This design comes from an exercise in tuning for small area on the open sky130 flow, not from production work. The RTL was checked by simulation tests, not by an equivalence proof against the original design. No activity file was given, so power comes from the tool's default toggle rates. The clock port is modelled as an ideal driver; clocking choices that lean on that would not hold on a real chip.

--- design/flow/constraint.sdc ---
create_clock -name core_clock -period 5.0 [get_ports {clk}]
set_input_delay 1.0000 -clock core_clock [delete_from_list [all_inputs] [get_ports {clk}]]
set_output_delay 1.0000 -clock core_clock [all_outputs]
set_load 0.01 [all_outputs]
--- design/flow/config.mk ---
export PLATFORM = sky130hd
export DESIGN_NAME = serial_bus_slaves
export DESIGN_NICKNAME = serial_bus_slaves
export VERILOG_FILES = /design/flow/design.v
export SDC_FILE = /design/flow/constraint.sdc
export NUM_CORES = 4
export LEC_CHECK = 0
export CAP_MARGIN = 20
export CORE_MARGIN = 2
export CORE_UTILIZATION = 40
export SLEW_MARGIN = 20
--- design/flow/run.sh ---
#!/bin/bash
# synth_recipe.tcl (not shown) runs the flow's synth.tcl, then flattens the netlist and writes it again
# the make line also repeats each setting of config.mk as NAME=value (left out here)
make -C /OpenROAD-flow-scripts/flow DESIGN_CONFIG=/design/flow/config.mk WORK_HOME=/design/flow/orfs CLKGATE_MAP_FILE= SYNTH_SCRIPT=/design/flow/synth_recipe.tcl finish
--- design/flow/design.v ---
package bus_pkg;
	typedef enum logic [2:0]
	{
		PH_IDLE       = 3'd0,  
		PH_ADDR_SHIFT = 3'd1,  
		PH_WAIT_BEAT  = 3'd2,  
		PH_DATA_SHIFT = 3'd3,  
		PH_BEAT_GAP   = 3'd4   
	} port_phase_t;
	typedef logic [12-1:0] bus_addr_t;
	typedef logic [13-1:0] burst_field_t;
endpackage
package bank_pkg;
	typedef logic [$clog2(4)-1:0] bank_index_t;
	typedef logic [8-1:0] word_t;
	typedef logic [$clog2(64)-1:0] word_addr_t;
endpackage
`timescale 1ns/10ps
module serial_slave_port (
	input  logic                  clk,
	input  logic                  reset,
	input  logic                  rx_address,
	input  logic                  rx_data,
	input  logic                  master_valid,
	input  logic                  read_en,
	input  logic                  write_en,
	input  bus_pkg::burst_field_t burst,
	output logic                  slave_ready,
	output logic                  rx_done,
	output logic                  txn_done,
	output bus_pkg::bus_addr_t    address,
	output bank_pkg::word_t       data,
	output logic                  read_strobe,
	output logic                  write_strobe
);
	localparam int ACNT_W = $clog2(12 + 1);
	localparam int DCNT_W = $clog2(8 + 1);
	localparam int DIDX_W = $clog2(8);
	localparam logic [ACNT_W-1:0] ADDR_END = ACNT_W'(12);
	localparam logic [ACNT_W-1:0] BEAT_END = ACNT_W'(8);
	localparam logic [DCNT_W-1:0] DATA_END = DCNT_W'(8);
	bus_pkg::port_phase_t addr_phase;
	bus_pkg::port_phase_t data_phase;
	logic [ACNT_W-1:0] addr_count;
	logic [DCNT_W-1:0] data_count;
	logic [13-2:0] beat_count;
	bus_pkg::burst_field_t burst_q;
	logic rd_q;
	logic wr_q;
	logic handshake;
	logic addr_idle;
	logic beat_end;
	logic more_beats;
	logic data_start;
	assign addr_idle = (addr_phase == bus_pkg::PH_IDLE) || (addr_phase == bus_pkg::PH_WAIT_BEAT);
	assign slave_ready = addr_idle && (data_phase == bus_pkg::PH_IDLE);
	assign handshake = master_valid && slave_ready;
	assign beat_end = (addr_phase == bus_pkg::PH_ADDR_SHIFT) ? (addr_count == ADDR_END)
		: (addr_count == BEAT_END);
	assign more_beats = burst_q[0] && (beat_count < burst_q[13-1:1]);
	assign data_start = handshake
		&& (((addr_phase == bus_pkg::PH_IDLE) && write_en)
		|| ((addr_phase == bus_pkg::PH_WAIT_BEAT) && wr_q));
	assign read_strobe  = rx_done && rd_q;
	assign write_strobe = rx_done && wr_q;
	always_ff @(posedge clk or posedge reset)
	begin
		if (reset)
		begin
			addr_phase <= bus_pkg::PH_IDLE;
			addr_count <= '0;
			beat_count <= '0;
			burst_q    <= '0;
			rd_q       <= 1'b0;
			wr_q       <= 1'b0;
			rx_done    <= 1'b0;
			txn_done   <= 1'b0;
		end
		else
		begin
			rx_done  <= 1'b0;
			txn_done <= 1'b0;
			case (addr_phase)
				bus_pkg::PH_IDLE:
				begin
					if (handshake)
					begin
						addr_phase <= bus_pkg::PH_ADDR_SHIFT;
						addr_count <= ACNT_W'(1);  
						beat_count <= '0;
						burst_q    <= burst;
						rd_q       <= read_en;
						wr_q       <= write_en;
					end
				end
				bus_pkg::PH_WAIT_BEAT:
				begin
					if (handshake)
					begin
						addr_phase <= bus_pkg::PH_BEAT_GAP;
						addr_count <= ACNT_W'(1);
						beat_count <= beat_count + 1'b1;
					end
				end
				bus_pkg::PH_ADDR_SHIFT, bus_pkg::PH_BEAT_GAP:
				begin
					if (beat_end)
					begin
						rx_done    <= 1'b1;
						addr_count <= '0;
						if (more_beats)
							addr_phase <= bus_pkg::PH_WAIT_BEAT;
						else
						begin
							addr_phase <= bus_pkg::PH_IDLE;
							txn_done   <= 1'b1;  
						end
					end
					else
						addr_count <= addr_count + 1'b1;
				end
				default:
					addr_phase <= bus_pkg::PH_IDLE;
			endcase
		end
	end
	always_ff @(posedge clk)
	begin
		if ((addr_phase == bus_pkg::PH_IDLE) && handshake)
			address[0] <= rx_address;
		else if ((addr_phase == bus_pkg::PH_ADDR_SHIFT) && (addr_count < ADDR_END))
			address[addr_count] <= rx_address;
		else if ((addr_phase == bus_pkg::PH_WAIT_BEAT) && handshake)
			address <= address + 1'b1;
	end
	always_ff @(posedge clk or posedge reset)
	begin
		if (reset)
		begin
			data_phase <= bus_pkg::PH_IDLE;
			data_count <= '0;
		end
		else
		begin
			case (data_phase)
				bus_pkg::PH_IDLE:
				begin
					if (data_start)
					begin
						data_phase <= bus_pkg::PH_DATA_SHIFT;
						data_count <= DCNT_W'(1);
					end
				end
				bus_pkg::PH_DATA_SHIFT:
				begin
					if (data_count < DATA_END)
						data_count <= data_count + 1'b1;
					else
					begin
						data_phase <= bus_pkg::PH_IDLE;  
						data_count <= '0;
					end
				end
				default:
					data_phase <= bus_pkg::PH_IDLE;
			endcase
		end
	end
	always_ff @(posedge clk)
	begin
		if (data_start)
			data[0] <= rx_data;
		else if ((data_phase == bus_pkg::PH_DATA_SHIFT) && (data_count < DATA_END))
			data[data_count[DIDX_W-1:0]] <= rx_data;
	end
endmodule
`timescale 1ns/10ps
module bank_router (
	input  logic                      clk,
	input  logic                      reset,
	input  logic                      master_valid,
	input  bank_pkg::bank_index_t     bank_sel,
	input  logic                      read_en,
	input  logic                      write_en,
	input  logic [4-1:0]  bank_ready,
	input  logic [4-1:0]  txn_done,
	output logic                      slave_ready,
	output logic [4-1:0]  bank_valid,
	output logic [4-1:0]  bank_read_en,
	output logic [4-1:0]  bank_write_en
);
	bank_pkg::bank_index_t owner;
	bank_pkg::bank_index_t sel;
	logic locked;
	logic active;
	logic handshake;
	assign active = locked && !txn_done[owner];
	assign sel = active ? owner : bank_sel;
	assign slave_ready = bank_ready[sel];
	assign handshake = master_valid && slave_ready;
	always_comb
	begin
		for (int i = 0; i < 4; i++)
		begin
			bank_valid[i]    = master_valid && (sel == bank_pkg::bank_index_t'(i));
			bank_read_en[i]  = read_en && (sel == bank_pkg::bank_index_t'(i));
			bank_write_en[i] = write_en && (sel == bank_pkg::bank_index_t'(i));
		end
	end
	always_ff @(posedge clk or posedge reset)
	begin
		if (reset)
		begin
			owner  <= '0;
			locked <= 1'b0;
		end
		else if (handshake && !active)
		begin
			owner  <= bank_sel;  
			locked <= 1'b1;
		end
		else if (locked && txn_done[owner])
			locked <= 1'b0;
	end
endmodule
`timescale 1ns/10ps
module slave_bank (
	input  logic                  clk,
	input  logic                  reset,
	input  logic                  master_valid,
	input  logic                  read_en,
	input  logic                  write_en,
	input  bus_pkg::burst_field_t burst,
	input  logic                  rx_address,
	input  logic                  rx_data,
	output logic                  slave_ready,
	output logic                  txn_done,
	output logic                  read_valid,
	output bank_pkg::word_t       read_byte
);
	bus_pkg::bus_addr_t address;
	bank_pkg::word_t data;
	bank_pkg::word_t mem [64];
	bank_pkg::word_addr_t word_addr;
	logic read_strobe;
	logic write_strobe;
	assign word_addr = address[$clog2(64)-1:0];
	serial_slave_port u_port (
		.clk          (clk),
		.reset        (reset),
		.rx_address   (rx_address),
		.rx_data      (rx_data),
		.master_valid (master_valid),
		.read_en      (read_en),
		.write_en     (write_en),
		.burst        (burst),
		.slave_ready  (slave_ready),
		.rx_done      (),
		.txn_done     (txn_done),
		.address      (address),
		.data         (data),
		.read_strobe  (read_strobe),
		.write_strobe (write_strobe)
	);
	always_ff @(posedge clk)
	begin
		if (write_strobe)
			mem[word_addr] <= data;
		if (read_strobe)
			read_byte <= mem[word_addr];
	end
	always_ff @(posedge clk or posedge reset)
	begin
		if (reset)
			read_valid <= 1'b0;
		else
			read_valid <= read_strobe;  
	end
endmodule
`timescale 1ns/10ps
module read_serializer (
	input  logic                     clk,
	input  logic                     reset,
	input  logic [4-1:0] read_valid,
	input  logic [4-1:0][8-1:0] read_byte,
	output logic                     tx_valid,
	output logic                     tx_data
);
	localparam int CNT_W = $clog2(8 + 1);
	bank_pkg::word_t pick;
	bank_pkg::word_t shift_q;
	logic [CNT_W-1:0] bits_left;
	logic load;
	always_comb
	begin
		pick = '0;
		for (int i = 0; i < 4; i++)
		begin
			if (read_valid[i])
				pick = read_byte[i];
		end
	end
	assign load = |read_valid;
	assign tx_valid = (bits_left != '0);
	assign tx_data = shift_q[0];  
	always_ff @(posedge clk or posedge reset)
	begin
		if (reset)
			bits_left <= '0;
		else if (load)
			bits_left <= CNT_W'(8);
		else if (bits_left != '0)
			bits_left <= bits_left - 1'b1;
	end
	always_ff @(posedge clk)
	begin
		if (load)
			shift_q <= pick;
		else if (bits_left != '0)
			shift_q <= shift_q >> 1;
	end
endmodule
`timescale 1ns/10ps
module serial_bus_slaves (
	input  logic                  clk,
	input  logic                  reset,
	input  logic                  master_valid,
	input  bank_pkg::bank_index_t bank_sel,
	input  logic                  read_en,
	input  logic                  write_en,
	input  bus_pkg::burst_field_t burst,
	input  logic                  rx_address,
	input  logic                  rx_data,
	output logic                  slave_ready,
	output logic                  tx_valid,
	output logic                  tx_data
);
	logic [4-1:0] bank_valid;
	logic [4-1:0] bank_read_en;
	logic [4-1:0] bank_write_en;
	logic [4-1:0] bank_ready;
	logic [4-1:0] txn_done;
	logic [4-1:0] read_valid;
	logic [4-1:0][8-1:0] read_byte;
	bank_router u_router (
		.clk           (clk),
		.reset         (reset),
		.master_valid  (master_valid),
		.bank_sel      (bank_sel),
		.read_en       (read_en),
		.write_en      (write_en),
		.bank_ready    (bank_ready),
		.txn_done      (txn_done),
		.slave_ready   (slave_ready),
		.bank_valid    (bank_valid),
		.bank_read_en  (bank_read_en),
		.bank_write_en (bank_write_en)
	);
	for (genvar i = 0; i < 4; i++)
	begin : g_bank
		slave_bank u_bank (
			.clk          (clk),
			.reset        (reset),
			.master_valid (bank_valid[i]),
			.read_en      (bank_read_en[i]),
			.write_en     (bank_write_en[i]),
			.burst        (burst),
			.rx_address   (rx_address),
			.rx_data      (rx_data),
			.slave_ready  (bank_ready[i]),
			.txn_done     (txn_done[i]),
			.read_valid   (read_valid[i]),
			.read_byte    (read_byte[i])
		);
	end
	read_serializer u_serializer (
		.clk        (clk),
		.reset      (reset),
		.read_valid (read_valid),
		.read_byte  (read_byte),
		.tx_valid   (tx_valid),
		.tx_data    (tx_data)
	);
endmodule
==> results of run 1 <==
-- state kept, by name (all words and copies together) (netlist names), 2 cells and up --
name,flops
g_bank.u_bank.u_port.beat_count,48
g_bank.u_bank.u_port.rd_q,4
u_serializer.shift_q,8
g_bank.u_bank.u_port.data_count,16
g_bank.u_bank.u_port.wr_q,4
g_bank.u_bank.u_port.addr_count,16
g_bank.u_bank.u_port.data,32
g_bank.u_bank.read_byte,32
g_bank.u_bank.read_valid,4
g_bank.u_bank.u_port.rx_done,4
g_bank.u_bank.u_port.data_phase,4
g_bank.u_bank.u_port.burst_q,52
g_bank.u_bank.u_port.address,24
g_bank.u_bank.mem,2048
g_bank.u_bank.u_port.addr_phase,12
u_serializer.bits_left,4
g_bank.u_bank.u_port.txn_done,4
u_router.owner,2
-- cell type report --
cell class | instances | area [um2] | area share [%]
Clock buffer | 288 | 6040 | 5.67
Multi-Input combinational cell | 3082 | 23900 | 22.4
Tap cell | 3150 | 3940 | 3.70
Timing Repair Buffer | 283 | 2340 | 2.19
Antenna cell | 5 | 12.5 | 0.0117
Sequential cell | 2319 | 68800 | 64.5
Inverter | 96 | 364 | 0.341
Clock inverter | 133 | 1240 | 1.16
-- logic make-up after synthesis --
group / synth area share (%)
compound gates: 8.61
xor+xnor: 0.296
fa+ha+maj: 1.15
buf+inv: 2.04
flops: 72.7
mux: 9.27
simple gates: 5.91
-- per-stage QoR --
| stage | hold WS, ns | std cells | cell area, um2 |
|---|---|---|---|
| 2_1_floorplan | 0.441 | 5849 | 94600 |
| 6_report | 0.469 | 9356 | 107000 |
| 3_5_place_dp | 0.464 | 8929 | 99300 |
| 3_3_place_gp | 0.465 | 8928 | 99300 |
| 5_1_grt | 0.520 | 9354 | 107000 |
| 4_1_cts | 0.477 | 9350 | 107000 |
-- final timing paths --
kind | to | slack, ns
worst max-delay path | slave_ready | 0.55
worst min-delay path | g_bank[2].u_bank.u_port.data_count[3] | 0.47
worst max register to register | g_bank[0].u_bank.read_byte[3] | 1.16
worst min register to register | g_bank[2].u_bank.u_port.data_count[3] | 0.47
max in group asynchronous | g_bank[2].u_bank.u_port.data_phase[0] | 3.34
min in group asynchronous | g_bank[2].u_bank.u_port.burst_q[8] | 0.57
-- power groups by stage --
stage | combinational, mW | clock, mW | sequential, mW
floorplan | 11.0 | 0 | 26.9
global placement | 18.7 | 0 | 26.3
detailed placement | 19.0 | 0 | 26.3
CTS | 19.0 | 17.1 | 25.9
global route | 20.5 | 17.9 | 26.0
finish | 19.2 | 16.9 | 25.9
-- worst reg2reg max path: cells and delay by family, from the launching register on --
family / cells / cell delay [ns]
DFF: 1 / 0.90
buffers and inverters: 1 / 0.42
AOI/OAI and AO/OA: 3 / 1.48
and+or+nand+nor: 3 / 0.68
-- routing by layer --
layer,track usage [%],up-vias,wire (um)
met5,0,-,55
met4,7.22,10,8280
met3,3.54,457,18700
met2,31.5,2286,116000
met1,27.9,28133,103000
li1,-,23615,-
-- synthesized netlist by cell type (20+ instances only) --
master / n
mux2i_1: 157
inv_1: 92
a21oi_1: 169
buf_4: 20
mux2_2: 212
nor2b_1: 38
mux4_2: 212
o211ai_1: 35
dfrtp_1: 175
and3_1: 33
nand2_1: 356
buf_2: 119
a221o_1: 28
a21o_1: 25
nand4_1: 26
a22o_1: 57
a31oi_1: 23
nor2_1: 446
o22ai_1: 74
a22oi_1: 158
and2_1: 34
nand3_1: 93
nand2b_1: 24
o21ai_0: 248
a221oi_1: 201
clkbuf_1: 176
nor3_1: 54
ha_1: 87
edfxtp_1: 2144
buf_1: 33
==> results.ini, run 1 <==
[status]
status = finished clean

[finish]
final_cell_mix = 2,144 x edfxtp_1, 441 x nor2_1, 356 x nand2_1
drive_above_1_share_pct = 17.1
utilization_pct = 45.3
areaGrowthSynthToFinish_pct = 12.8
final_common_cell = edfxtp_1
num-nets-final = 6117
num-fill-cells = 20373

[sta]
worst_pin_slew_ns = 1.25
slew_headroom_pct = 14.3
fin_crit_ns = 4.45
setup_ws_ns = 0.549
hold_violations = 0
tns_ns = 0
fin_worst_skew_ns = 0.0259
fmax_ghz = 0.225
rsz0062_at_grt = false
fin_crit_sh_pct = 89.0
setup_viol = 0
maxSlewViolCount = 0

[routing]
first_iter_violations = 5957
wire_per_inst_um = 26.3
dr.pass1.iters = 6
vias = 54501
drt_wl_total_mm = 246
avgViaCountPerCell = 5.83
ant_nets = 0
drc = 0

[cts]
insertion_delay_ns = 0.88
ctsResizeCount = 0
postCtsHoldBufs = 0
clock-sinks = 2319
ctsRootBufferMaster = clkbuf_16
cts_setup_buffers = 0
cts_tree = built
clk_pin_slew_ns = 0.06
htree_levels = 4
clock_path_buffers = 3
cts_made_buffers = 226

[pwr]
switchingPower_mw = 21.3
p_per_area_nw_per_um2 = 581
power_frac_seq_pct = 41.8
clkPwrFrac_pct = 27.3
sw_frac_of_total_pct = 34.5
peakVddDrop_mv = 0.469
power.leakage_nw = 35.2
p_int_mw = 40.6
combPwrFrac_pct = 30.9
power.total_mw = 61.9

[global_routing]
grt_overflow = 0
grt_usage_pct = 20.0
antenna_found_initial = 15
grt_pass1_wl_mm = 364
grt_max_degree = 122
grt_pass1_vias = 53414

[logic_synthesis]
syn-cell-area_um2 = 94600
synth_top_area_share_pct = 68.1
synth_ff_type = edfxtp_1
synth-edff-count = 2144
synth_top_area_cell = edfxtp_1
async_flop_share_pct = 7.55
synth_cells = 5849
synthTopCellsByArea = edfxtp_1 68%, mux4_2 5.0%, dfrtp_1 4.6%
syn_nets = 5958
yosysSeqAreaShare_pct = 72.7
yosysWarnings = 4
ys_types = 83
syn_avg_cell_area_um2 = 16.2
ys_ff_latch = 2319

[floorplanning]
core_area_um2 = 235000
rows = 178
ios = 25
chipHeight_um = 490
fp.dieArea_um2 = 240000
die_w_um = 490
start_util_pct = 40.2

[setup_path]
start_kind = input port
crit_path_end_kind = output pin
crit_top_cell = clkdlybuf4s50_1
cp.arrival_ns = 3.45
crit_family = buffers and inverters
cp-startpoint = bank_sel[0]
cp_slowest_cell = clkdlybuf4s50_1
cp_cell_sequence = clkdlybuf4s50_1, nor4_1, a211o_1, o211ai_1, a211oi_2, clkdlybuf4s50_1
path_buf_inv = 2
slowest_delay_ns = 0.70
reg2reg_depth = 7
r2r_start = g_bank[0].u_bank.u_port.address[2]
crit_type = input port to output pin
worst-path-stages = 6
required_ns = 4.00
cp_max_fo = 8

[flow_run]
max_cap_violations = 0

[placed_design]
port_buffers = 24
routabilityCongestion = 0.888
dp_slack_ns = 0.526
post-dp-hpwl_mm = 151

[min_path]
hold_start = g_bank[2].u_bank.u_port.data_count[3]
hold_depth = 2
hp-class = register to register

==> run 2, diff against run 1 <==
==> design/flow/design.v (replaced) <==
`timescale 1ns/10ps
module serial_bus_slaves (
	input  logic        clk,
	input  logic        reset,
	input  logic        master_valid,
	input  logic [1:0]  bank_sel,
	input  logic        read_en,
	input  logic        write_en,
	input  logic [12:0] burst,
	input  logic        rx_address,
	input  logic        rx_data,
	output logic        slave_ready,
	output logic        tx_valid,
	output logic        tx_data
);
	logic        busy;     
	logic        cont;     
	logic [3:0]  cnt;      
	logic        done;     
	logic        rd_q;
	logic        wr_q;
	logic [1:0]  bank;
	logic [11:0] rem;      
	logic [5:0]  addr;     
	logic [7:0]  data;     
	logic        hs;
	logic        beat_end;
	assign slave_ready = !busy;
	assign hs = master_valid && !busy;
	assign beat_end = busy && (cnt == (cont ? 4'd8 : 4'd12));
	always_ff @(posedge clk or posedge reset)
	begin
		if (reset)
		begin
			busy <= 1'b0;
			cont <= 1'b0;
			cnt  <= 4'd0;
			done <= 1'b0;
		end
		else
		begin
			done <= beat_end;
			if (hs)
			begin
				busy <= 1'b1;
				cnt  <= 4'd1;
			end
			else if (beat_end)
			begin
				busy <= 1'b0;
				cnt  <= 4'd0;
				cont <= (rem != 12'd0);
			end
			else if (busy)
				cnt <= cnt + 4'd1;
		end
	end
	always_ff @(posedge clk)
	begin
		if (hs && !cont)
		begin
			rd_q <= read_en;
			wr_q <= write_en;
			bank <= bank_sel;
			rem  <= burst[0] ? burst[12:1] : 12'd0;
		end
		else if (hs)
			rem <= rem - 12'd1;
	end
	always_ff @(posedge clk)
	begin
		if (hs && cont)
			addr <= addr + 6'd1;
		else if ((hs && !cont) || (busy && !cont && (cnt < 4'd6)))
			addr <= {rx_address, addr[5:1]};
	end
	always_ff @(posedge clk)
	begin
		if (hs || (busy && (cnt < 4'd8)))
			data <= {rx_data, data[7:1]};
	end
	logic [5:0]  ph;       
	logic [1:0]  wb_bank;
	logic [5:0]  wb_addr;
	logic [7:0]  wb_data;
	logic [5:0]  ws;       
	logic [5:0]  rs;       
	logic [3:0][63:0][7:0] ring;
	logic [3:0][7:0][7:0] tap;  
	logic [7:0]  cap;      
	always_ff @(posedge clk)
		ph <= ph + 6'd1;
	always_ff @(posedge clk)
	begin
		if (done && wr_q)
		begin
			wb_bank <= bank;
			wb_addr <= addr;
			wb_data <= data;
		end
	end
	assign ws = wb_addr + ph;
	assign rs = addr + ph;
	always_comb
	begin
		for (int b = 0; b < 4; b++)
			for (int j = 0; j < 8; j++)
				tap[b][j] = ((wb_bank == 2'(b)) && (ws == 6'(8 * j)))
					? wb_data : ring[b][(8 * j + 63) % 64];
	end
	always_ff @(posedge clk)
	begin
		for (int b = 0; b < 4; b++)
			for (int q = 0; q < 64; q++)
				if (q % 8 == 0)
					ring[b][q] <= tap[b][q / 8];
				else
					ring[b][q] <= ring[b][q - 1];
	end
	always_ff @(posedge clk)
	begin
		if (rs[2:0] == 3'd0)
			cap <= tap[bank][rs[5:3]];
	end
	logic       rv;
	logic [3:0] bits_left;
	logic [7:0] shift_q;
	assign tx_valid = (bits_left != 4'd0);
	assign tx_data  = shift_q[0];
	always_ff @(posedge clk or posedge reset)
	begin
		if (reset)
		begin
			rv        <= 1'b0;
			bits_left <= 4'd0;
		end
		else
		begin
			rv <= done && rd_q;
			if (rv)
				bits_left <= 4'd8;
			else if (bits_left != 4'd0)
				bits_left <= bits_left - 4'd1;
		end
	end
	always_ff @(posedge clk)
	begin
		if (rv)
			shift_q <= cap;
		else if (bits_left != 4'd0)
			shift_q <= shift_q >> 1;
	end
endmodule
==> results.ini, run 2 <==
[status]
status = finished clean

[pwr]
peakVddDrop_mv = 0.310
p_per_area_nw_per_um2 = 571
power.leakage_nw = 24.1

[cts]
htree_levels = 4
clock-sinks = 2128
cts_setup_buffers = 0
cts_tree = built
clk_pin_slew_ns = 0.07
cts_made_buffers = 184
clock_path_buffers = 3
ctsRootBufferMaster = clkbuf_16
insertion_delay_ns = 0.81

[setup_path]
crit_type = register to register
r2r_start = ph[1]
cp.arrival_ns = 5.37
r2r_slack_ns = 0.31
cp_max_fo = 11
cp-endpoint = cap[7]
cp-startpoint = ph[1]
required_ns = 5.68
crit_path_end_kind = register
start_kind = register
reg2reg_depth = 12
r2r-end = cap[7]

[logic_synthesis]
synth_ff_type = dfxtp_1
synth_cells = 3197
yosys.area_share.simple_pct = 3.87
synth_top_area_share_pct = 80.1
yosys.cell_count.top_type = dfxtp_1
yosysWarnings = 1
syn_avg_cell_area_um2 = 16.1
syn-cell-area_um2 = 51300
synth-xor-area-share_pct = 0.529
synth_compound_area_share_pct = 3.91
async_flop_share_pct = 0.564
yosys-top-cells-count = 2,054 x dfxtp_1, 250 x mux2_2, 101 x nand2_1, 83 x nor2_1, 75 x clkbuf_1
synth_top_family_by_area = multiplexers
ys_ff_latch = 2128
syn_nets = 3237
synth_fa_ha_area_share_pct = 0.468
yosysSeqAreaShare_pct = 84.3
synth.area.mux_share_pct = 5.99
ys_types = 92
synth_top_area_cell = dfxtp_1
synthTopCellsByArea = dfxtp_1 80%, mux2_2 5.5%, edfxtp_1 3.6%
synth-edff-count = 62

[routing]
drc = 0
drt_wl_total_mm = 97.7
ant_nets = 0
wire_per_inst_um = 18.8
first_iter_violations = 1980
dr.pass1.iters = 7
avgViaCountPerCell = 4.47
vias = 23264

[finish]
areaGrowthSynthToFinish_pct = 17.6
largestRegisters = ring (2048), rem (12)
max_flop_register = ring
final_cell_mix = 2,054 x dfxtp_1, 250 x mux2_2, 189 x clkbuf_16
utilization_pct = 47.4
drive_above_1_share_pct = 19.6
largest_reg_flops = 2048
antenna_cells = 0
num-nets-final = 3427
final_common_cell = dfxtp_1

[min_path]
hold_depth = 0
hp-class = register to register

[sta]
setup_ws_ns = 0.315
fin_worst_skew_ns = 0.0507
fmax_ghz = 0.213
worst_pin_slew_ns = 1.13
fin_crit_ns = 4.69
slew_headroom_pct = 22.8
fin_crit_sh_pct = 93.7
rsz0062_at_grt = false
hold_violations = 0
maxSlewViolCount = 0
tns_ns = 0
setup_viol = 0

[floorplanning]
fp.dieArea_um2 = 131000
chipHeight_um = 362
core_area_um2 = 128000
die_w_um = 362
rows = 131
start_util_pct = 40.3
ios = 25

[global_routing]
grt_usage_pct = 14.9
grt_pass1_vias = 22615
grt_max_degree = 38
antenna_found_initial = 7
grt_overflow = 0
grt_pass1_wl_mm = 145

[flow_run]
max_cap_violations = 0

[placed_design]
dp_slack_ns = 0.388
port_buffers = 24
routabilityCongestion = 0.880
post-dp-hpwl_mm = 63.9

-- run 2: critical path: stages (launching register included) --
cell	delay [ns]
dfxtp_1	0.47
ha_1	0.30
a211oi_2	0.35
nor3b_2	0.19
a31o_2	0.42
buf_4	0.22
nor4_4	0.78
buf_4	0.26
mux2_2	0.16
mux2_2	0.15
o32ai_1	0.11
nor4_1	0.84
o311a_1	0.29
-- run 2: worst min path at each step --
stage | end | start | slack (ns)
final | ring[888] | ring[880] | 0.30
after global routing | ring[872] | ring[864] | 0.31
after CTS | ring[888] | ring[880] | 0.30
after detailed placement | ring[1272] | ring[1264] | 0.31
after global placement | ring[1247] | ring[1239] | 0.31
after floorplan | ring[1000] | ring[992] | 0.31
-- run 2: logic make-up (layout without fill, tap and decap cells) --
logic type      Yosys count  in the layout
xor+xnor                 31             31
flops                  2128           2128
fa+ha+maj                18             18
compound gates          263            263
simple gates            372            372
mux                     272            272
buf+inv                 113            458
-- run 2: layout make-up --
class                   count  area [um2]
clock buffers             269        5390
clock inverters            72        1090
fillers                 10792       67100
inverters                  14        52.6
multi-input cells         956        7660
flip-flops and latches   2128       43300
well taps                1662        2080
repair buffers            103         833
-- run 2: timing repair --
action,CTS,global route
endpoints found under the setup margin,0,1
hold buffers,0,0
gates resized for setup,0,1
-- run 2: power breakdown --
part | internal [mW] | switching, mW
clock | 8.55 | 6.12
sequential | 17.5 | 0.217
combinational | 0.717 | 1.37
total | 26.8 | 7.71
-- run 2: through the flow --
step	power, mW	cell area, um2	instances	hold WS [ns]
after global routing	35.7	60400	5204	0.314
after floorplan	19.3	51300	3197	0.310
final	34.5	60400	5204	0.299
after detailed placement	20.2	53900	4863	0.312
after CTS	34.8	60400	5204	0.303
after global placement	20.1	53900	4863	0.309
-- run 2: routing by layer --
layer | wire [um] | track usage (%) | part of all wire (%)
met5 | 11 | 0 | 0.011
met4 | 3090 | 6.09 | 3.2
met3 | 5210 | 3.26 | 5.3
met2 | 41800 | 22.2 | 43
met1 | 47500 | 21.1 | 49
==> run 3, diff against run 2 <==
--- a/design/flow/design.v
+++ b/design/flow/design.v
@@ -81,32 +81,37 @@
 	end
 	logic [5:0]  ph;       
 	logic [1:0]  wb_bank;
-	logic [5:0]  wb_addr;
+	logic [5:0]  ws;       
 	logic [7:0]  wb_data;
-	logic [5:0]  ws;       
 	logic [5:0]  rs;       
 	logic [3:0][63:0][7:0] ring;
-	logic [3:0][7:0][7:0] tap;  
+	logic [3:0][7:0][7:0] tap;   
+	logic [3:0][7:0][7:0] tapt;  
 	logic [7:0]  cap;      
 	always_ff @(posedge clk)
 		ph <= ph + 6'd1;
+	assign rs = addr + ph;
 	always_ff @(posedge clk)
 	begin
 		if (done && wr_q)
 		begin
 			wb_bank <= bank;
-			wb_addr <= addr;
+			ws      <= rs + 6'd1;
 			wb_data <= data;
 		end
+		else
+			ws <= ws + 6'd1;
 	end
-	assign ws = wb_addr + ph;
-	assign rs = addr + ph;
 	always_comb
 	begin
 		for (int b = 0; b < 4; b++)
 			for (int j = 0; j < 8; j++)
-				tap[b][j] = ((wb_bank == 2'(b)) && (ws == 6'(8 * j)))
-					? wb_data : ring[b][(8 * j + 63) % 64];
+			begin
+				tapt[b][j] = ((wb_bank == 2'(b)) && (ws == 6'(8 * j)))
+					? wb_data
+					: (ring[b][(8 * j + 63) % 64] ^ {8{((j + 7) % 2) == 1}});
+				tap[b][j] = tapt[b][j] ^ {8{(j % 2) == 1}};
+			end
 	end
 	always_ff @(posedge clk)
 	begin
@@ -120,7 +125,7 @@
 	always_ff @(posedge clk)
 	begin
 		if (rs[2:0] == 3'd0)
-			cap <= tap[bank][rs[5:3]];
+			cap <= tapt[bank][rs[5:3]];
 	end
 	logic       rv;
 	logic [3:0] bits_left;
--- a/design/flow/config.mk
+++ b/design/flow/config.mk
@@ -8,4 +8,6 @@
 export CAP_MARGIN = 20
 export CORE_MARGIN = 2
 export CORE_UTILIZATION = 40
+export CTS_CLUSTER_DIAMETER = 100
+export CTS_CLUSTER_SIZE = 30
 export SLEW_MARGIN = 20
==> results.ini, run 3 <==
[status]
status = finished clean

[floorplanning]
die_w_um = 362
core_area_um2 = 127000
fp.dieArea_um2 = 131000
start_util_pct = 40.3
rows = 131
ios = 25
chipHeight_um = 362

[global_routing]
grtUsageMet2_pct = 20.9
grt_max_degree = 39
top_usage_layer = met2
grt_usage_pct = 13.6
antenna_found_initial = 3
grt_overflow = 0
grtUsageMet3_pct = 2.29
grt_util_met1_pct = 19.4
grt_pass1_vias = 21551
grt_pass1_wl_mm = 134

[cts]
clock_path_buffers = 3
ctsRootBufferMaster = clkbuf_16
clk_pin_slew_ns = 0.11
cts_setup_buffers = 0
cts_tree = built
insertion_delay_ns = 0.70
htree_levels = 3
ctsResizeCount = 0
clock-sinks = 2128
postCtsHoldBufs = 0
cts_made_buffers = 81

[setup_path]
crit_path_end_kind = register
start_kind = register
cp_max_fo = 31
r2r_slack_ns = 1.01
crit_type = register to register
cp.arrival_ns = 4.42
r2r_start = addr[0]
reg2reg_depth = 10
required_ns = 5.43
r2r-end = cap[6]

[sta]
hold_violations = 0
worst_pin_slew_ns = 1.10
fin_worst_skew_ns = 0.0376
setup_viol = 0
rsz0062_at_grt = false
fin_crit_ns = 3.99
tns_ns = 0
fin_crit_sh_pct = 79.9
maxSlewViolCount = 0
fmax_ghz = 0.250
slew_headroom_pct = 26.4

[routing]
avgViaCountPerCell = 4.49
ant_nets = 0
drt_wl_total_mm = 89.9
first_iter_violations = 1630
dr.pass1.iters = 5
vias = 22446
drc = 0
wire_per_inst_um = 18.0

[logic_synthesis]
yosys.cell_count.top_type = dfxtp_1
async_flop_share_pct = 0.564
ys_types = 77
synth.area.mux_share_pct = 5.11
yosysSeqAreaShare_pct = 84.2
yosys.area_share.simple_pct = 3.46
synth-xor-area-share_pct = 0.573
synth_cells = 3293
synth_fa_ha_area_share_pct = 0.356
syn_nets = 3329
synth_ff_type = dfxtp_1
yosys-top-cells-count = 2,060 x dfxtp_1, 192 x mux2i_1, 111 x a21oi_1, 92 x nor2_1, 73 x clkbuf_1
synthTopCellsByArea = dfxtp_1 80%, mux2i_1 3.7%, edfxtp_1 3.3%
synth_top_area_share_pct = 80.4
syn-cell-area_um2 = 51300
ys_ff_latch = 2128
synth_compound_area_share_pct = 4.75
synth_top_area_cell = dfxtp_1
syn_avg_cell_area_um2 = 15.6
yosysWarnings = 1
synth_top_family_by_area = multiplexers
synth-edff-count = 56

[placed_design]
routabilityCongestion = 0.822
port_buffers = 24
place_inst = 4900
post-dp-hpwl_mm = 59.3

[finish]
antenna_cells = 0
utilization_pct = 43.8
num-fill-cells = 11248
drive_above_1_share_pct = 5.93
num-nets-final = 3357
max_flop_register = ring
final_common_cell = dfxtp_1
areaGrowthSynthToFinish_pct = 8.67
largestRegisters = ring (2048), rem (12)
fin_cells = 5000
final_cell_mix = 2,060 x dfxtp_1, 192 x mux2i_1, 111 x a21oi_1
largest_reg_flops = 2048

[pwr]
peakVddDrop_mv = 0.307
power.leakage_nw = 21.9
p_per_area_nw_per_um2 = 530

[min_path]
hold_end = ring[1173]
hold_depth = 0
hp-class = register to register
hold_start = ring[1165]

[flow_run]
max_cap_violations = 0

## run 3: cells by family (layout without fill, tap and decap cells)
family / count (synthesis) / after routing
xor+xnor: 32 / 32
buf+inv: 180 / 225
simple gates: 344 / 344
compound gates: 361 / 361
mux: 234 / 234
flops: 2128 / 2128
fa+ha+maj: 14 / 14
## run 3: layout make-up
class / instances / area [um2] / area share, %
Clock buffer: 92 / 2110 / 3.79
Clock inverter: 8 / 118 / 0.211
Inverter: 57 / 214 / 0.384
Multi-Input combinational cell: 985 / 7360 / 13.2
Sequential cell: 2128 / 43200 / 77.5
Tap cell: 1662 / 2080 / 3.73
Timing Repair Buffer: 68 / 653 / 1.17
## run 3: worst max path at each step
stage,from,end,cells after the start
finish,addr[0],cap[6],10
global route,addr[0],cap[7],10
floorplan,addr[0],cap[1],12
global placement,addr[0],cap[6],10
CTS,addr[0],cap[6],10
detailed placement,addr[0],cap[6],10
## run 3: through the flow
stage	power (mW)	hold WS [ns]	setup slack [ns]	area [um2]
final	29.5	0.318	1.01	55800
after global routing	30.7	0.327	0.796	55800
after CTS	29.8	0.312	1.01	55800
after detailed placement	22.1	0.312	1.00	53500
after global placement	22.0	0.309	0.984	53500
after floorplan	21.1	0.310	1.73	51300
## run 3: critical path, cell delays in order (launching register included)
cell,delay [ns]
edfxtp_1,0.42
ha_1,0.21
inv_1,0.07
fa_1,0.39
nand2b_1,0.15
o2bb2ai_1,0.26
xor2_4,0.84
buf_12,0.32
mux2i_1,0.52
mux4_2,0.43
o32ai_1,0.10
## run 3: where the power goes
part,internal [mW],switching [mW],total [mW],leakage [nW]
sequential,18.7,0.556,19.2,17.5
clock,3.07,4.72,7.79,1.09
combinational,1.03,1.49,2.52,3.30
## run 3: metal layers
metal / part of all wire (%) / wire length [um]
met3: 3.7 / 3330
met2: 43 / 39100
met1: 50 / 44800
met5: 0 / 0
met4: 3.0 / 2660
==> run 4, diff against run 3 <==
--- a/design/flow/design.v
+++ b/design/flow/design.v
@@ -128,31 +128,22 @@
 			cap <= tapt[bank][rs[5:3]];
 	end
 	logic       rv;
-	logic [3:0] bits_left;
-	logic [7:0] shift_q;
-	assign tx_valid = (bits_left != 4'd0);
-	assign tx_data  = shift_q[0];
+	logic [8:0] sr;
+	assign tx_valid = (sr[8:1] != 8'd0);
+	assign tx_data  = sr[0];
 	always_ff @(posedge clk or posedge reset)
 	begin
 		if (reset)
 		begin
-			rv        <= 1'b0;
-			bits_left <= 4'd0;
+			rv      <= 1'b0;
+			sr[8:1] <= 8'd0;
 		end
 		else
 		begin
-			rv <= done && rd_q;
-			if (rv)
-				bits_left <= 4'd8;
-			else if (bits_left != 4'd0)
-				bits_left <= bits_left - 4'd1;
+			rv      <= done && rd_q;
+			sr[8:1] <= rv ? {1'b1, cap[7:1]} : {1'b0, sr[8:2]};
 		end
 	end
 	always_ff @(posedge clk)
-	begin
-		if (rv)
-			shift_q <= cap;
-		else if (bits_left != 4'd0)
-			shift_q <= shift_q >> 1;
-	end
+		sr[0] <= rv ? cap[0] : sr[1];
 endmodule
==> results.ini, run 4 <==
[status]
status = finished clean

[floorplanning]
start_util_pct = 40.2
ios = 25
chipHeight_um = 359
core_area_um2 = 125000
rows = 130
die_w_um = 359
fp.dieArea_um2 = 129000

[cts]
insertion_delay_ns = 0.69
cts_made_buffers = 81
clock_path_buffers = 3
postCtsHoldBufs = 0
clock-sinks = 2125
cts_setup_buffers = 0
cts_tree = built
ctsRootBufferMaster = clkbuf_16
htree_levels = 3
clk_pin_slew_ns = 0.12
ctsResizeCount = 0

[sta]
setup_ws_ns = 0.822
setup_viol = 0
fin_crit_sh_pct = 83.6
fmax_ghz = 0.239
slew_headroom_pct = 33.6
maxSlewViolCount = 0
fin_worst_skew_ns = 0.0331
fin_crit_ns = 4.18
tns_ns = 0
worst_pin_slew_ns = 0.996
hold_violations = 0
rsz0062_at_grt = false

[finish]
utilization_pct = 43.8
drive_above_1_share_pct = 6.43
final_cell_mix = 2,061 x dfxtp_1, 136 x mux2i_1, 130 x nand2_1
final_common_cell = dfxtp_1
fin_cells = 4977
antenna_cells = 0
max_flop_register = ring
largest_reg_flops = 2048
areaGrowthSynthToFinish_pct = 9.18
largestRegisters = ring (2048), rem (12), sr (9)
num-nets-final = 3340
num-fill-cells = 11120

[placed_design]
routabilityCongestion = 0.825
dp_slack_ns = 0.849
port_buffers = 24
place_inst = 4872
post-dp-hpwl_mm = 57.4

[routing]
avgViaCountPerCell = 4.34
drc = 0
first_iter_violations = 1545
wire_per_inst_um = 17.4
drt_wl_total_mm = 86.7
vias = 21622
dr.pass1.iters = 5
ant_nets = 0

[logic_synthesis]
synth_top_area_share_pct = 82.0
synth_cells = 3252
ys_ff_latch = 2125
synth_top_area_cell = dfxtp_1
synth-edff-count = 48
synthTopCellsByArea = dfxtp_1 82%, edfxtp_1 2.9%, mux2i_1 2.7%
yosys.cell_count.top_type = dfxtp_1
yosys-top-cells-count = 2,061 x dfxtp_1, 136 x mux2i_1, 130 x nand2_1, 104 x nor2_1, 96 x a21oi_1
syn-cell-area_um2 = 50300
async_flop_share_pct = 0.753
ys_types = 75
yosysWarnings = 1
yosysSeqAreaShare_pct = 85.7
syn_nets = 3287
synth_ff_type = dfxtp_1
syn_avg_cell_area_um2 = 15.5

[setup_path]
path_buf_inv = 2
cp_cell_sequence = ha_1, inv_1, fa_1, nand2b_1, o2bb2ai_1, xor2_4, buf_4, mux2i_1, a21oi_1, nand4_1, nand3_1, o32ai_1
cp_max_fo = 24
cp.arrival_ns = 4.69
crit_path_end_kind = register
crit_family = compound AO/OA/AOI/OAI gates
slowest_delay_ns = 0.75
cp_slowest_cell = xor2_4
required_ns = 5.51
crit_type = register to register
start_kind = register

[pwr]
power.total_mw = 29.2
peakVddDrop_mv = 0.409
p_per_area_nw_per_um2 = 532
power.leakage_nw = 21.8

[global_routing]
grt_pass1_vias = 20482
grt_pass1_wl_mm = 130
grt_overflow = 0
grt_max_degree = 49
antenna_found_initial = 6
grt_usage_pct = 13.5

[min_path]
hp-class = register to register

[flow_run]
max_cap_violations = 0

[run 4: changes by cell type after synthesis, sizes merged, moves of 19 or more]
| cell | before | now |
|---|---|---|
| and2 | 31 | 5 |
| o21ai | 61 | 80 |
| nor3 | 52 | 15 |
| nand2 | 68 | 130 |
| mux2i | 192 | 136 |
| nand3 | 32 | 85 |
[run 4: final cells by class]
cell class	instances	area (um2)	share of cell area (%)
multi-input cells	941	6490	11.8
inverters	69	259	0.472
well taps	1650	2060	3.76
repair buffers	87	726	1.32
flip-flops and latches	2125	43100	78.5
clock buffers	101	2230	4.06
clock inverters	4	48.8	0.0889
[run 4: final timing paths]
kind	startpoint	slack, ns	depth (start not counted)	to
min reg2reg	ring[1829]	0.32	0	ring[1837]
max	ph[0]	0.82	12	cap[6]
min in group asynchronous	reset	0.72	2	sr[7]
min	ring[1829]	0.32	0	ring[1837]
max reg2reg	ph[0]	0.82	12	cap[6]
max in group asynchronous	reset	3.83	2	busy
[run 4: kinds of logic (layout without fill, tap and decap cells)]
family | Yosys count | after routing | share of synthesized area (%)
buffers and inverters | 186 | 261 | 1.51
DFF | 2125 | 2125 | 85.7
xor gates and xnor gates | 29 | 29 | 0.547
muxes | 175 | 175 | 4.12
AOI/OAI and AO/OA | 311 | 311 | 3.87
adders and majority gates | 13 | 13 | 0.338
and+or+nand+nor | 413 | 413 | 3.93
[run 4: metal layers]
layer / part of all wire [%] / global-route usage, % / wire [um] / vias to the layer above
met5: 0 / 0 / 0 / -
met4: 2.2 / 3.82 / 1870 / 0
met3: 4.4 / 1.90 / 3790 / 101
met2: 42 / 20.1 / 36400 / 417
met1: 51 / 20.3 / 44600 / 10419
li1: - / - / - / 10685
[run 4: power breakdown]
part | total [mW] | internal [mW] | switching (mW)
logic | 2.33 | 0.877 | 1.46
clock network | 7.86 | 3.19 | 4.67
registers | 19.0 | 18.5 | 0.514
[run 4: stage by stage]
stage                     hold WS, ns  cell area, um2
after global placement          0.309           52600
after global routing            0.310           54900
final                           0.317           54900
after floorplan                 0.310           50300
after detailed placement        0.312           52600
after CTS                       0.319           54900
[run 4: worst register-to-register path, delay by kind of cell (launching register included)]
kind / cells / cell delay, ns
compound gates: 3 / 0.79
xor+xnor: 1 / 0.75
fa+ha+maj: 2 / 0.59
buf+inv: 2 / 0.49
flops: 1 / 0.42
mux: 1 / 0.59
simple gates: 3 / 0.38
==> run 5, diff against run 4 <==
==> design/flow/flow/run.sh (new file) <==
#!/bin/bash
# Standard layout with three changes: port buffers are the smallest buffer,
# CTS clusters up to 30 sinks within 100 um and adds no dummy loads, and
# power recovery after global routing downsizes cells with timing slack.
set -euo pipefail
bash standard.sh \
	"BUFFER_PORTS_ARGS=-buffer_cell sky130_fd_sc_hd__buf_1" \
	"CTS_ARGS=-sink_clustering_enable -repair_clock_nets -sink_clustering_size 30 -sink_clustering_max_diameter 100 -dont_use_dummy_load" \
	"RECOVER_POWER=100" \
	finish > flow.log 2>&1
==> design/flow/standard.sh (new file) <==
#!/bin/bash
# synth_recipe.tcl (not shown) runs the flow's synth.tcl, then flattens the netlist and writes it again
# the make line also repeats each setting of config.mk as NAME=value (left out here)
make -C /OpenROAD-flow-scripts/flow DESIGN_CONFIG=/design/flow/config.mk WORK_HOME=/design/flow/orfs CLKGATE_MAP_FILE= SYNTH_SCRIPT=/design/flow/synth_recipe.tcl "${@:-finish}"
removed: design/flow/run.sh
==> results.ini, run 5 <==
[pwr]
p_per_area_nw_per_um2 = 531
power.leakage_nw = 21.4
peakVddDrop_mv = 0.326

[routing]
vias = 21552
drt_wl_total_mm = 85.8
wire_per_inst_um = 17.4
ant_nets = 0
dr_wl_met3_mm = 3.25
dr.pass1.iters = 5
first_iter_violations = 1623
drc = 0
routed.top_layer = met5
avgViaCountPerCell = 4.36
route.met2.wl_mm = 35.4
routedLengthMet1_mm = 44.4

[global_routing]
grt_max_degree = 33
antenna_found_initial = 4
grt_usage_pct = 13.3
grt_pass1_vias = 20597
grt_pass1_wl_mm = 128
grt_overflow = 0

[min_path]
hold_depth = 0
hp-class = register to register

[logic_synthesis]
syn-cell-area_um2 = 50300
synthTopCellsByArea = dfxtp_1 82%, edfxtp_1 2.9%, mux2i_1 2.7%
syn_nets = 3287
synth-edff-count = 48
ys_ff_latch = 2125
async_flop_share_pct = 0.753
synth_ff_type = dfxtp_1
yosysSeqAreaShare_pct = 85.7
synth_top_area_cell = dfxtp_1
yosysWarnings = 1
synth_top_area_share_pct = 82.0
syn_avg_cell_area_um2 = 15.5
ys_types = 75
synth_cells = 3252
yosys-top-cells-count = 2,061 x dfxtp_1, 136 x mux2i_1, 130 x nand2_1, 104 x nor2_1, 96 x a21oi_1
yosys.cell_count.top_type = dfxtp_1

[setup_path]
crit_type = register to register
cp_slowest_cell = xor2_1
cp.arrival_ns = 4.83
crit_top_cell = nand3_1
reg2reg_depth = 13
cp_cell_sequence = ha_1, inv_1, fa_1, nand2b_1, o2bb2ai_1, xor2_1, buf_4, clkbuf_2, mux2_1, o221ai_1, nand3_1, nand3_1, o32ai_1
start_kind = register
required_ns = 5.37
slowest_delay_ns = 0.75
cp_max_fo = 25
crit_path_end_kind = register

[sta]
slew_headroom_pct = -25.5
fin_crit_ns = 4.46
setup_viol = 0
fin_crit_sh_pct = 89.2
worst_pin_slew_ns = 1.88
maxSlewViolCount = 29
tns_ns = 0
hold_violations = 0
fmax_ghz = 0.224
fin_worst_skew_ns = 0.0699
rsz0062_at_grt = false

[finish]
final_common_cell = dfxtp_1
largest_reg_flops = 2048
finalInstanceArea_um2 = 54200
areaGrowthSynthToFinish_pct = 7.81
drive_above_1_share_pct = 4.49
final_cell_mix = 2,061 x dfxtp_1, 136 x mux2i_1, 130 x nand2_1
antenna_cells = 0
num-nets-final = 3332
max_flop_register = ring
largestRegisters = ring (2048), rem (12), sr (9)

[floorplanning]
ios = 25
fp.dieArea_um2 = 129000
core_area_um2 = 125000
chipHeight_um = 359
rows = 130
start_util_pct = 40.2
die_w_um = 359

[cts]
cts_made_buffers = 81
clock_path_buffers = 3
clock-sinks = 2125
postCtsHoldBufs = 0
cts_tree = built
cts_setup_buffers = 0
ctsResizeCount = 0
ctsRootBufferMaster = clkbuf_16
clk_pin_slew_ns = 0.12
htree_levels = 3
insertion_delay_ns = 0.68

[status]
so_faults = max-capacitance violations, max-slew violations
status = finished with violations

[placed_design]
post-dp-hpwl_mm = 56.1
routabilityCongestion = 0.817
port_buffers = 24
placed_area_um2 = 52400

[flow_run]
max_cap_violations = 1

run 5: changes by cell type in the layout (fill, tap and decap cells not counted), moves of 6 or more:
cell	previous run	this run
clkbuf_16	87	81
buf_1	0	23
clkdlybuf4s50_1	24	0
clkbuf_1	14	33
buf_4	62	22
run 5: final cells by class:
class	count	area (um2)
clock buffer	81	2030
fill	11197	71000
inverter	69	259
multi-input combinational	941	6400
sequential	2125	43100
tap	1650	2060
timing repair buffer	79	380
run 5: cells by family (layout without fill, tap and decap cells):
kind of cell | count (synthesis) | after routing | synth area share (%)
compound gates | 311 | 311 | 3.87
xor+xnor | 29 | 29 | 0.547
fa+ha+maj | 13 | 13 | 0.338
buf+inv | 186 | 229 | 1.51
flops | 2125 | 2125 | 85.7
mux | 175 | 175 | 4.12
simple gates | 413 | 413 | 3.93
run 5: per-layer routing:
layer / GRT usage, % / vias to the layer above
met5: 0 / -
met4: 4.78 / 2
met1: 20.2 / 10416
met2: 19.3 / 343
met3: 2.00 / 142
li1: - / 10649
run 5: worst paths after layout:
| kind | startpoint | end | slack (ns) |
|---|---|---|---|
| worst max register to register | addr[0] | cap[7] | 0.54 |
| worst min-delay path | ring[672] | ring[680] | 0.27 |
| min in group asynchronous | reset | busy | 0.41 |
| worst max-delay path | addr[0] | cap[7] | 0.54 |
| max in group asynchronous | reset | rv | 4.08 |
| worst min register to register | ring[672] | ring[680] | 0.27 |
run 5: worst max-delay path, delay by kind of cell, from the launching register on:
| family | cells | cell delay (ns) |
|---|---|---|
| buffers and inverters | 3 | 0.99 |
| XOR/XNOR | 1 | 0.75 |
| adder cells (fa/ha/maj) | 2 | 0.59 |
| AO/OA/AOI/OAI | 3 | 0.56 |
| multiplexers | 1 | 0.45 |
| flip-flops | 1 | 0.42 |
| AND/OR/NAND/NOR | 3 | 0.37 |
run 5: where the power goes:
part           leakage, nW  switching (mW)  internal (mW)
logic                 2.87            1.51          0.764
registers             17.6           0.494           18.5
clock network        0.998            4.55           2.93
total                 21.4            6.55           22.2
run 5: through the flow:
stage               instances  setup WS (ns)  hold slack (ns)  power (mW)  utilization (%)
finish                   4945          0.542            0.272        28.8             43.3
CTS                      4945          0.720            0.273        29.1             43.5
global route             4945          0.257            0.271        30.0             43.3
detailed placement       4864          0.821            0.312        21.7             41.9
global placement         4864          0.766            0.310        21.7             41.9
floorplan                3252           1.79            0.310        20.7                -
==> run 6, diff against run 5 <==
==> design/flow/flow/run.sh (replaced) <==
#!/bin/bash
# Standard layout with two changes: port buffers are the smallest buffer,
# and CTS clusters up to 30 sinks within 100 um and adds no dummy loads.
# make's output (every tool's) goes to flow.log; ORFS keeps each step's log
# under orfs/logs as usual.
set -euo pipefail
bash standard.sh \
	"BUFFER_PORTS_ARGS=-buffer_cell sky130_fd_sc_hd__buf_1" \
	"CTS_ARGS=-sink_clustering_enable -repair_clock_nets -sink_clustering_size 30 -sink_clustering_max_diameter 100 -dont_use_dummy_load" \
	finish > flow.log 2>&1
==> results.ini, run 6 <==
[status]
status = finished clean

[placed_design]
routabilityCongestion = 0.817
post-dp-hpwl_mm = 56.1
dp_slack_ns = 0.821
port_buffers = 24

[setup_path]
crit_path_end_kind = register
cp.arrival_ns = 4.70
cp_slowest_cell = nor2b_1
crit_family = compound AO/OA/AOI/OAI gates
required_ns = 5.38
cp_max_fo = 15
crit_type = register to register
cp_cell_sequence = nor2b_1, nand3_1, o21ai_0, mux4_2, o22ai_1, a211oi_1, o32ai_1
slowest_delay_ns = 0.73
start_kind = register
path_buf_inv = 0

[finish]
drive_above_1_share_pct = 5.98
max_flop_register = ring
final_cell_mix = 2,061 x dfxtp_1, 136 x mux2i_1, 130 x nand2_1
final_common_cell = dfxtp_1
areaGrowthSynthToFinish_pct = 8.26
num-nets-final = 3332
largest_reg_flops = 2048
largestRegisters = ring (2048), rem (12), sr (9)
antenna_cells = 0

[cts]
insertion_delay_ns = 0.67
cts_tree = built
htree_levels = 3
clock-sinks = 2125
clk_pin_slew_ns = 0.11
ctsRootBufferMaster = clkbuf_16
postCtsHoldBufs = 0
cts_setup_buffers = 0
cts_made_buffers = 81
clock_path_buffers = 3
ctsResizeCount = 0

[logic_synthesis]
ys_ff_latch = 2125
yosysSeqAreaShare_pct = 85.7
synth-xor-area-share_pct = 0.547
synth_top_area_cell = dfxtp_1
synth-edff-count = 48
synth_top_family_by_area = multiplexers
syn_nets = 3287
syn_avg_cell_area_um2 = 15.5
syn-cell-area_um2 = 50300
synth_ff_type = dfxtp_1
yosys-top-cells-count = 2,061 x dfxtp_1, 136 x mux2i_1, 130 x nand2_1, 104 x nor2_1, 96 x a21oi_1
ys_types = 75
synth_cells = 3252
synth_fa_ha_area_share_pct = 0.338
yosys.cell_count.top_type = dfxtp_1
async_flop_share_pct = 0.753
yosys.area_share.simple_pct = 3.93
synth.area.mux_share_pct = 4.12
yosysWarnings = 1
synth_top_area_share_pct = 82.0
synth_compound_area_share_pct = 3.87
synthTopCellsByArea = dfxtp_1 82%, edfxtp_1 2.9%, mux2i_1 2.7%

[sta]
slew_headroom_pct = 35.3
fin_crit_sh_pct = 86.4
setup_ws_ns = 0.682
fmax_ghz = 0.232
setup_viol = 0
maxSlewViolCount = 0
tns_ns = 0
fin_worst_skew_ns = 0.0681
hold_violations = 0
rsz0062_at_grt = false
worst_pin_slew_ns = 0.971
fin_crit_ns = 4.32

[floorplanning]
ios = 25
die_w_um = 359
fp.dieArea_um2 = 129000
rows = 130
start_util_pct = 40.2
chipHeight_um = 359
core_area_um2 = 125000

[routing]
wire_per_inst_um = 17.3
avgViaCountPerCell = 4.37
drt_wl_total_mm = 85.7
first_iter_violations = 1495
drc = 0
vias = 21607
dr.pass1.iters = 6
ant_nets = 0

[pwr]
p_int_mw = 22.3
peakVddDrop_mv = 0.326
power_frac_seq_pct = 66.0
clkPwrFrac_pct = 26.0
switchingPower_mw = 6.57
combPwrFrac_pct = 8.0
p_per_area_nw_per_um2 = 529
power.leakage_nw = 21.5
sw_frac_of_total_pct = 22.8

[global_routing]
grt_usage_pct = 13.3
grtUsageMet3_pct = 2.00
grtUsageMet2_pct = 19.3
grt_pass1_vias = 20597
grt_overflow = 0
grt_max_degree = 33
grt_util_met1_pct = 20.2
top_usage_layer = met1
antenna_found_initial = 4
grt_pass1_wl_mm = 128

[min_path]
hp-class = register to register

[flow_run]
max_cap_violations = 0

## run 6: cell counts after synthesis
No cell type changed its count.
## run 6: power by group through the flow
stage	combinational (mW)	clock [mW]	sequential, mW
2_1_floorplan	1.53	0	19.2
5_1_grt	2.49	8.36	19.2
6_report	2.31	7.48	19.0
3_5_place_dp	2.30	0	19.4
3_3_place_gp	2.29	0	19.4
4_1_cts	2.31	7.78	19.1
## run 6: through the flow
stage	hold slack, ns	std cells	utilization [%]	power, mW	instance area, um2
6_report	0.272	4945	43.5	28.8	54500
5_1_grt	0.271	4945	43.5	30.1	54500
4_1_cts	0.273	4945	43.5	29.1	54400
3_5_place_dp	0.312	4864	41.9	21.7	52400
3_3_place_gp	0.310	4864	41.9	21.7	52400
2_1_floorplan	0.310	3252	-	20.7	50300
## run 6: final timing paths
check                      cells after the start  startpoint  slack (ns)         to
max                                            7       ws[5]        0.68     cap[5]
min in group asynchronous                      2       reset        0.41       busy
max reg2reg                                    7       ws[5]        0.68     cap[5]
min                                            0   ring[672]        0.27  ring[680]
min reg2reg                                    0   ring[672]        0.27  ring[680]
max in group asynchronous                      2       reset        4.07         rv
## run 6: final cells by class
type                    instances  area, um2
fillers                     11158      70800
flip-flops and latches       2125      43100
multi-input cells             941       6500
well taps                    1650       2060
clock buffers                  81       2030
repair buffers                 79        503
inverters                      69        259
## run 6: cells by family (layout without fill, tap and decap cells)
logic type	Yosys count	in the layout
XOR/XNOR	29	29
AO/OA/AOI/OAI	311	311
multiplexers	175	175
adder cells (fa/ha/maj)	13	13
buffers and inverters	186	229
flip-flops	2125	2125
AND/OR/NAND/NOR	413	413
## run 6: routing by layer
layer | share of wire, % | vias to the layer above
li1 | - | 10652
met1 | 51 | 10443
met2 | 41 | 369
met3 | 4.0 | 141
met4 | 3.2 | 2
met5 | 0.0047 | -
==> run 7, diff against run 6 <==
==> design/flow/flow/run.sh (replaced) <==
#!/bin/bash
# Standard layout with two changes: port buffers are the smallest buffer,
# and CTS clusters up to 34 sinks within 80 um and adds no dummy loads.
# make's output (every tool's) goes to flow.log; ORFS keeps each step's log
# under orfs/logs as usual.
set -euo pipefail
bash standard.sh \
	"BUFFER_PORTS_ARGS=-buffer_cell sky130_fd_sc_hd__buf_1" \
	"CTS_ARGS=-sink_clustering_enable -repair_clock_nets -sink_clustering_size 34 -sink_clustering_max_diameter 80 -dont_use_dummy_load" \
	finish > flow.log 2>&1
==> results.ini, run 7 <==
[cts]
ctsResizeCount = 0
cts_tree = built
htree_levels = 3
insertion_delay_ns = 0.65
ctsRootBufferMaster = clkbuf_16
clock_path_buffers = 3
cts_made_buffers = 73
clk_pin_slew_ns = 0.12
postCtsHoldBufs = 0
cts_setup_buffers = 0
clock-sinks = 2125

[floorplanning]
start_util_pct = 40.2
chipHeight_um = 359
core_area_um2 = 125000
rows = 130
ios = 25
fp.dieArea_um2 = 129000
die_w_um = 359

[routing]
vias = 21474
wire_per_inst_um = 17.4
ant_nets = 0
drc = 0
avgViaCountPerCell = 4.35
drt_wl_total_mm = 85.8
dr.pass1.iters = 8
first_iter_violations = 1593

[sta]
maxSlewViolCount = 0
hold_violations = 0
setup_ws_ns = 0.730
fmax_ghz = 0.234
setup_viol = 0
slew_headroom_pct = 36.1
tns_ns = 0
fin_crit_ns = 4.27
rsz0062_at_grt = false
fin_crit_sh_pct = 85.4
fin_worst_skew_ns = 0.0608
worst_pin_slew_ns = 0.958

[pwr]
power.total_mw = 28.5
power.leakage_nw = 21.4
p_per_area_nw_per_um2 = 526
peakVddDrop_mv = 0.363

[logic_synthesis]
yosys.cell_count.top_type = dfxtp_1
yosysWarnings = 1
syn_nets = 3287
synth_cells = 3252
synth-edff-count = 48
synth_top_area_share_pct = 82.0
synth_top_area_cell = dfxtp_1
synth_ff_type = dfxtp_1
ys_types = 75
synthTopCellsByArea = dfxtp_1 82%, edfxtp_1 2.9%, mux2i_1 2.7%
yosysSeqAreaShare_pct = 85.7
syn_avg_cell_area_um2 = 15.5
ys_ff_latch = 2125
async_flop_share_pct = 0.753
yosys-top-cells-count = 2,061 x dfxtp_1, 136 x mux2i_1, 130 x nand2_1, 104 x nor2_1, 96 x a21oi_1
syn-cell-area_um2 = 50300

[finish]
multi_input_area_um2 = 6500
largest_reg_flops = 2048
final_cell_mix = 2,061 x dfxtp_1, 136 x mux2i_1, 130 x nand2_1
finalInstanceArea_um2 = 54300
num-nets-final = 3324
num-fill-cells = 11183
areaGrowthSynthToFinish_pct = 7.86
max_flop_register = ring
drive_above_1_share_pct = 5.75
final_common_cell = dfxtp_1
seq_area_um2 = 43100
largestRegisters = ring (2048), rem (12), sr (9)

[setup_path]
r2r-end = cap[5]
required_ns = 5.41
reg2reg_depth = 7
cp_max_fo = 15
cp_cell_sequence = nor2b_1, nand3_1, o21ai_0, mux4_2, o22ai_1, a211oi_1, o32ai_1
cp.arrival_ns = 4.68
r2r_slack_ns = 0.73
crit_type = register to register
start_kind = register
crit_path_end_kind = register
cp_slowest_cell = nor2b_1
r2r_start = ws[5]
slowest_delay_ns = 0.75

[global_routing]
grt_usage_pct = 13.3
grt_pass1_vias = 20577
grt_overflow = 0
grt_pass1_wl_mm = 127
grt_max_degree = 35
antenna_found_initial = 5

[placed_design]
routabilityCongestion = 0.817
post-dp-hpwl_mm = 56.1
port_buffers = 24
placed_area_um2 = 52400
dp_slack_ns = 0.821

[flow_run]
max_cap_violations = 0

[min_path]
hold_depth = 0
hp-class = register to register
hold_end = ring[680]
hold_start = ring[672]

[status]
status = finished clean

run 7: metrics by stage:
| stage | utilization [%] | hold slack, ns | std cells |
|---|---|---|---|
| 2_1_floorplan | - | 0.310 | 3252 |
| 3_3_place_gp | 41.9 | 0.310 | 4864 |
| 3_5_place_dp | 41.9 | 0.312 | 4864 |
| 4_1_cts | 43.3 | 0.258 | 4937 |
| 5_1_grt | 43.3 | 0.252 | 4937 |
| 6_report | 43.3 | 0.258 | 4938 |
run 7: kinds of logic after synthesis:
kind of cell             share of synthesized area, %
adder cells (fa/ha/maj)                         0.338
multiplexers                                     4.12
AND/OR/NAND/NOR                                  3.93
flip-flops                                       85.7
XOR/XNOR                                        0.547
buffers and inverters                            1.51
AO/OA/AOI/OAI                                    3.87
run 7: critical path, delay by kind of cell (launching register included):
kind             cells  cell delay [ns]
AND/OR/NAND/NOR      2             1.48
multiplexers         1             0.36
flip-flops           1             0.70
AO/OA/AOI/OAI        4             1.47
run 7: cell type report:
type | instances | share of cell area (%)
tap | 1650 | 3.81
timing repair buffer | 79 | 0.927
sequential | 2125 | 79.4
multi-input combinational | 941 | 12.0
antenna | 1 | 0.00461
inverter | 69 | 0.477
clock buffer | 73 | 3.37
run 7: worst max-delay path by stage:
stage	cells after the start	endpoint	slack (ns)	startpoint
3_5_place_dp	7	cap[5]	0.82	ws[5]
6_report	7	cap[5]	0.73	ws[5]
3_3_place_gp	7	cap[5]	0.77	ws[5]
5_1_grt	7	cap[5]	0.45	ws[5]
4_1_cts	7	cap[5]	0.76	ws[5]
2_1_floorplan	12	cap[0]	1.79	ph[0]
run 7: power breakdown:
group / switching (mW) / internal [mW]
registers: 0.509 / 18.5
logic: 1.51 / 0.796
clock network: 4.52 / 2.66
total: 6.54 / 22.0
run 7: routing by layer:
layer | up-vias | track usage (%) | routed length [um]
li1 | 10630 | - | -
met1 | 10300 | 20.2 | 43900
met2 | 391 | 19.2 | 35300
met3 | 151 | 2.05 | 3930
met4 | 2 | 4.64 | 2710
met5 | - | 0 | 4

==> re-timing with driven ports <==
The results above use ideal ports. As a check the final layouts listed here were re-extracted and re-timed, cells and wires unchanged.
Step 1: set_driving_cell puts a clkbuf_16 on clk and a buf_2 on each other input, an assumption about the parent block.
Step 2 adds t to the input delays and takes it off the output delays; t is the mean of the earliest and latest rising clock arrival at the registers after step 1. Input paths then give back, and output paths get back, about the clock's delay inside the block.
Three values: ideal ports, drivers, drivers and shift; two values: the first two.
run | t, ns | setup WS [ns] | worst setup path at the end | cell pins on the clock port's net
run 1 | 0.945 | 0.549 / 0.465 / 0.465 | input to output | 1
run 2 | 0.859 | 0.315 / 0.315 / 0.315 | register to register | 1
run 3 | 0.753 | 1.007 / 1.007 / 1.007 | register to register | 1
run 4 | 0.738 | 0.822 / 0.822 / 0.822 | register to register | 1
run 5 | 0.706 | 0.542 / 0.542 / 0.542 | register to register | 1
run 6 | 0.706 | 0.682 / 0.682 / 0.682 | register to register | 1
run 7 | 0.700 | 0.730 / 0.730 / 0.730 | register to register | 1
The setup slack of run 1, which loses most, moves by -0.084 ns with the drivers and by -0.084 ns with both steps.
